This design comes from an exercise in tuning for a short achievable clock period and few clock cycles on the open sky130 flow, not from production work.
Only simulation tests tie the RTL to the original design; equivalence was not proved.
Power figures rest on the tool's default switching activity, not on a simulated workload.

## lc4_top
module lc4_top (
   input  logic        gwe,
   input  logic        i_reset,
   input  logic [15:0] i_cur_insn,
   input  logic [15:0] i_cur_dmem_data,
   output logic [15:0] o_cur_pc,
   output logic [15:0] o_dmem_addr,
   output logic        o_dmem_we,
   output logic [15:0] o_dmem_wdata,
   output logic        o_trace_valid,
   output logic [15:0] o_trace_pc,
   output logic [15:0] o_trace_insn,
   output logic        o_trace_regfile_we,
   output logic [2:0]  o_trace_wsel,
   output logic [15:0] o_trace_wdata,
   output logic        o_trace_nzp_we,
   output logic [2:0]  o_trace_nzp_bits,
   output logic        o_trace_dmem_we,
   output logic [15:0] o_trace_dmem_addr,
   output logic [15:0] o_trace_dmem_data
);
   lc4_pipeline #(.RESET_PC(16'h8200)) u_pipe (
      .gwe                (gwe),
      .i_reset            (i_reset),
      .i_cur_insn         (i_cur_insn),
      .i_cur_dmem_data    (i_cur_dmem_data),
      .o_cur_pc           (o_cur_pc),
      .o_dmem_addr        (o_dmem_addr),
      .o_dmem_we          (o_dmem_we),
      .o_dmem_wdata       (o_dmem_wdata),
      .o_trace_valid      (o_trace_valid),
      .o_trace_pc         (o_trace_pc),
      .o_trace_insn       (o_trace_insn),
      .o_trace_regfile_we (o_trace_regfile_we),
      .o_trace_wsel       (o_trace_wsel),
      .o_trace_wdata      (o_trace_wdata),
      .o_trace_nzp_we     (o_trace_nzp_we),
      .o_trace_nzp_bits   (o_trace_nzp_bits),
      .o_trace_dmem_we    (o_trace_dmem_we),
      .o_trace_dmem_addr  (o_trace_dmem_addr),
      .o_trace_dmem_data  (o_trace_dmem_data)
   );
endmodule
Size: about 3,000 cells after synthesis, ~720 flip-flops, ~170 I/O pins.
export LEC_CHECK = 0
export ABC_CLOCK_PERIOD_IN_PS = 2000
export CAP_MARGIN = 20
export CORE_MARGIN = 2
export CORE_UTILIZATION = 60
export CTS_CLUSTER_DIAMETER = 100
export CTS_CLUSTER_SIZE = 20
export PLACE_DENSITY = 0.72
export SLEW_MARGIN = 20
create_clock -name core_clock -period 8.0 [get_ports {gwe}]
standard.sh (not shown) runs the stock make flow with config.mk's settings and CLKGATE_MAP_FILE= SYNTH_SCRIPT=/design/flow/synth_recipe.tcl, a recipe that flattens the netlist after the stock synthesis.
==> flow/flow/run.sh <==
#!/bin/bash
set -euo pipefail
bash standard.sh SETUP_SLACK_MARGIN=5.6 finish > standard_flow.log 2>&1
Testbench counts at the start, summed over its fixed seeds: cycles 12,873.
==> next run, changes <==
--- a/flow/config.mk
+++ b/flow/config.mk
@@ -14,2 +14,4 @@
 export PLACE_DENSITY = 0.72
 export SLEW_MARGIN = 20
+export SYNTH_HIERARCHICAL = 1
+export SYNTH_MINIMUM_KEEP_SIZE = 0
The new run produced a clean layout.
Clock skew is about the same.
Total power increases by a few percent.
Routed wire length came out lower by a few percent.
Via count went down by a few percent.
Flip-flop and latch count climbs by 32.
Global-route usage decreases by 2.6 points.
Design area increases by a few percent.
Hold slack loses 0.0059 ns.
Worst setup slack gets worse by 0.18 ns.

Another version of the RTL of lc4_top (not shown whole).
For scale: roughly 720 flip-flops, roughly 170 I/O pins, about 30,000 um^2 of cells after synthesis.
==> flow/config.mk <==
export PLATFORM = sky130hd
export DESIGN_NAME = lc4_top
export DESIGN_NICKNAME = lc4_top
export VERILOG_FILES = /design/flow/design.v
export SDC_FILE = /design/flow/constraint.sdc
export NUM_CORES = 4
export LEC_CHECK = 0
export ABC_CLOCK_PERIOD_IN_PS = 2000
export CAP_MARGIN = 20
export CORE_MARGIN = 2
export CORE_UTILIZATION = 40
export SLEW_MARGIN = 20
==> flow/constraint.sdc <==
create_clock -name core_clock -period 8.0 [get_ports {gwe}]
set_input_delay 1.6000 -clock core_clock [delete_from_list [all_inputs] [get_ports {gwe}]]
set_output_delay 1.6000 -clock core_clock [all_outputs]
set_load 0.01 [all_outputs]
Scripts as last shown in full above: flow/flow/run.sh
Testbench counts at the start, summed over its fixed seeds: cycles 12,766.
Next try:
==> flow/flow/run.sh (replaced) <==
#!/bin/bash
set -euo pipefail
bash standard.sh SETUP_SLACK_MARGIN=5.6 ADDER_MAP_FILE= finish > standard_flow.log 2>&1
Result:
- The new run went through all stages and came out clean
- area after synthesis stays flat
- via count goes up by a few percent
- sequential power is about the same
- worst setup slack got worse by 190 ps

-- re-timing with driven ports --
In the flow no input, the clock included, has a driving cell. The finished layouts below were timed again as built, in two steps. Step 1 sets driving cells, clkbuf_16 on the clock port and buf_2 on the other inputs (assumed; they add their load-dependent delay and slew). Step 2 times the ports against the registers' clock, not the clock port: input delays grow and output delays shrink by t, the midpoint of the rising clock arrivals with the driver on. a / b / c = ideal / step 1 / step 2; a / b = the first two.
run	shift t [ns]	setup WS [ns]	worst register clock-pin slew, ns	cell pins on the clock port's net
the first run of note 1	0.673	5.143 / 5.143 / 4.709	0.09 / 0.09	1
the second run of note 1	0.658	4.959 / 4.959 / 4.778	0.09 / 0.09	1
the first run of note 2	0.686	5.099 / 5.099 / 4.718	0.06 / 0.06	1
the second run of note 2	0.682	4.912 / 4.912 / 4.635	0.07 / 0.07	1
After both steps setup and hold are still met in every run listed. For the first run of note 1, which loses most, drivers alone change the setup slack by 0.000 ns; drivers and shift together by -0.434 ns.
